What follows belongs to an exercise in optimizing a design on an open flow for small area, a short achievable clock period and few clock cycles; a production flow would make more cautious choices.
The RTL was checked by simulation tests, not by an equivalence proof against the original design.

== job 4624 ==
## ntt_top
module ntt_top (
    input  logic        clk,
    input  logic        rst,
    input  logic        i_start,
    input  logic        i_mode,
    output logic        o_done,
    output logic        o_bram_a_we,
    output logic [7:0]  o_bram_a_addr,
    output logic [15:0] o_bram_a_wdata,
    output logic        o_bram_b_we,
    output logic [7:0]  o_bram_b_addr,
    output logic [15:0] o_bram_b_wdata,
    input  logic [15:0] i_bram_dout_a,
    input  logic [15:0] i_bram_dout_b
);
    localparam int D        = 6;
    localparam int LAG_L2   = D + 5;        
    localparam int LAG_WR2  = 2 * D + 5;    
    localparam int LAG_WR1  = D + 3;        
    localparam int T_LAST   = 1022 + LAG_WR2;
    logic        busy;
    logic        mode_q;
    logic [10:0] c;        
    logic        done_q;
    function automatic logic [23:0] grp_addr(input logic inv, input logic [1:0] p,
                                             input logic [6:0] g);
        logic [7:0] base, fb, sb;
        base = '0; fb = '0; sb = '0;
        if (!inv) begin
            case (p)
                2'd0: begin base = {1'b0, g};               fb = 8'h80; sb = 8'h80; end
                2'd1: begin base = {g[5], 2'b00, g[4:0]};   fb = 8'h40; sb = 8'h20; end
                2'd2: begin base = {g[5:3], 2'b00, g[2:0]}; fb = 8'h10; sb = 8'h08; end
                default: begin base = {g[5:1], 2'b00, g[0]}; fb = 8'h04; sb = 8'h02; end
            endcase
        end else begin
            case (p)
                2'd0: begin base = {g[6:1], 1'b0, g[0]};    fb = 8'h02; sb = 8'h02; end
  ...
clock: 13.5 ns
lec_check: 0
cap_margin: 50
core_margin: 2
core_utilization: 25
place_density: 0.35
slew_margin: 80
run.sh (not shown) runs the stock make flow with config.mk's settings and CLKGATE_MAP_FILE= SYNTH_SCRIPT=/design/flow/synth_recipe.tcl, a recipe that flattens the netlist after the stock synthesis.
Job 4624 | status: complete | timing, DRC, antenna: pass
Testbench counts of job 4624, summed over its fixed seeds: cycles 66,632.
> inputs changed (job 4624 -> job 7822)
- CAP_MARGIN changed from 50 to 20
- SLEW_MARGIN changed from 80 to 20
==> flow/flow/run.sh (new file) <==
#!/bin/bash
# The standard layout, with the port buffers made of sky130_fd_sc_hd__buf_2
# cells instead of the resizer's default choice. Every port is still buffered.
set -euo pipefail
export BUFFER_PORTS_ARGS="-buffer_cell sky130_fd_sc_hd__buf_2"
bash standard.sh > standard.log 2>&1
==> flow/standard.sh (new file) <==
#!/bin/bash
# synth_recipe.tcl (not shown) runs the flow's synth.tcl, then flattens the netlist and writes it again
# the make line also repeats each setting of config.mk as NAME=value (left out here)
make -C /OpenROAD-flow-scripts/flow DESIGN_CONFIG=/design/flow/config.mk WORK_HOME=/design/flow/orfs CLKGATE_MAP_FILE= SYNTH_SCRIPT=/design/flow/synth_recipe.tcl "${@:-finish}"
removed: flow/run.sh
==> summary.txt <==
[compare] base=job 4624 new=job 7822: number of distinct library cells after synthesis barely changed; final design area excluding fillers dropped 11%; slack of the critical path climbed 1620 ps. The lower data-path buffer share of cell area in the final layout of job 4624 and job 7822 is in job 7822. Side by side, initial DRC count turned out higher in job 7822 than in job 4624. Job 7822 ended up with a lower number of antenna diodes than job 4624 did. On post-route minimum period, job 7822 does better than job 4624. Diff job 4624 and job 7822: hold slack higher in job 7822. The via count of the first global-routing pass in job 7822 sits 646 below the value recorded for job 4624. Compared to job 4624, the routing of job 7822 uses less wire. Re wire length of the first global-routing pass: job 7822 is about 2% down on job 4624.
The inputs of job 4273 differ from those of job 7822 as listed below.
- changing CORE_UTILIZATION from 25 to 45
- changing PLACE_DENSITY from 0.35 to 0.55
==> flow/run.sh (new file) <==
#!/bin/bash
# synth_recipe.tcl (not shown) runs the flow's synth.tcl, then flattens the netlist and writes it again
# the make line also repeats each setting of config.mk as NAME=value (left out here)
make -C /OpenROAD-flow-scripts/flow DESIGN_CONFIG=/design/flow/config.mk WORK_HOME=/design/flow/orfs CLKGATE_MAP_FILE= SYNTH_SCRIPT=/design/flow/synth_recipe.tcl finish
removed: flow/flow/run.sh
removed: flow/standard.sh
Results
- The flow did not stop early for job 4273: all stages ran, and the layout cleared the timing, design-rule and antenna checks.
- Status: max capacitance violation total parity (job 7822, job 4273)
- Looking at half-perimeter wire length after placement across both flows, job 4273 is the stronger of the two, with job 7822 trailing.
- Compared to job 7822, job 4273 has met1 demand-to-capacity share in global routing 11 points higher.
- Job 4273 against job 7822; final cell count without fillers is down by more than 10%.
- Taking job 7822 as 1.0, job 4273 lands at 0.879 on routed length on met2.
- Max freq job 7822 -> job 4273: improved
- Diff job 7822 -> job 4273: fraction of standard cell area that is sequential rose by 0.31 points, final area lower, via count of the first global-routing pass saw a decrease.
Edits applied to the flow inputs when going from job 4273 to job 4125:
- PLACE_DENSITY changed from 0.55 to 0.35
- CORE_UTILIZATION changed from 45 to 25
--- outcome ---
- Job 4125 does worse than job 4273 on design area.
- Job 4125: flow completed, timing, DRC and antenna clean
- Compared with job 4273, in job 4125 met3 wire length dropped 6.5%.

## re-timing with driven ports
In the flow no input, the clock included, has a driving cell. The finished layouts below were timed again as built, in two steps.
Step 1 (the two cells are an assumption about what drives the block):
set clk [get_ports {clk}]
set_driving_cell -lib_cell sky130_fd_sc_hd__clkbuf_16 $clk
set_driving_cell -lib_cell sky130_fd_sc_hd__buf_2 [delete_from_list [all_inputs] $clk]
Step 2 times the ports against the registers' clock, not the clock port: input delays grow and output delays shrink by t, the midpoint of the rising clock arrivals with the driver on.
a / b / c = no drivers / after step 1 / after step 2; a / b = the first two.
| run | shift t [ns] | setup slack, ns | worst setup path at the end | latest minus earliest clock arrival (ns) | worst register clock-pin slew, ns |
|---|---|---|---|---|---|
| job 4624 | 0.613 | 7.227 / 7.227 / 7.227 | register to register | 0.031 / 0.031 | 0.06 / 0.06 |
| job 7822 | 0.608 | 8.849 / 8.849 / 8.849 | register to register | 0.043 / 0.044 | 0.06 / 0.06 |
| job 4273 | 0.603 | 9.173 / 9.116 / 9.175 | register to register | 0.025 / 0.025 | 0.06 / 0.06 |
| job 4125 | 0.614 | 8.899 / 8.899 / 8.899 | register to register | 0.044 / 0.044 | 0.06 / 0.06 |
After both steps every run listed still meets setup and hold.
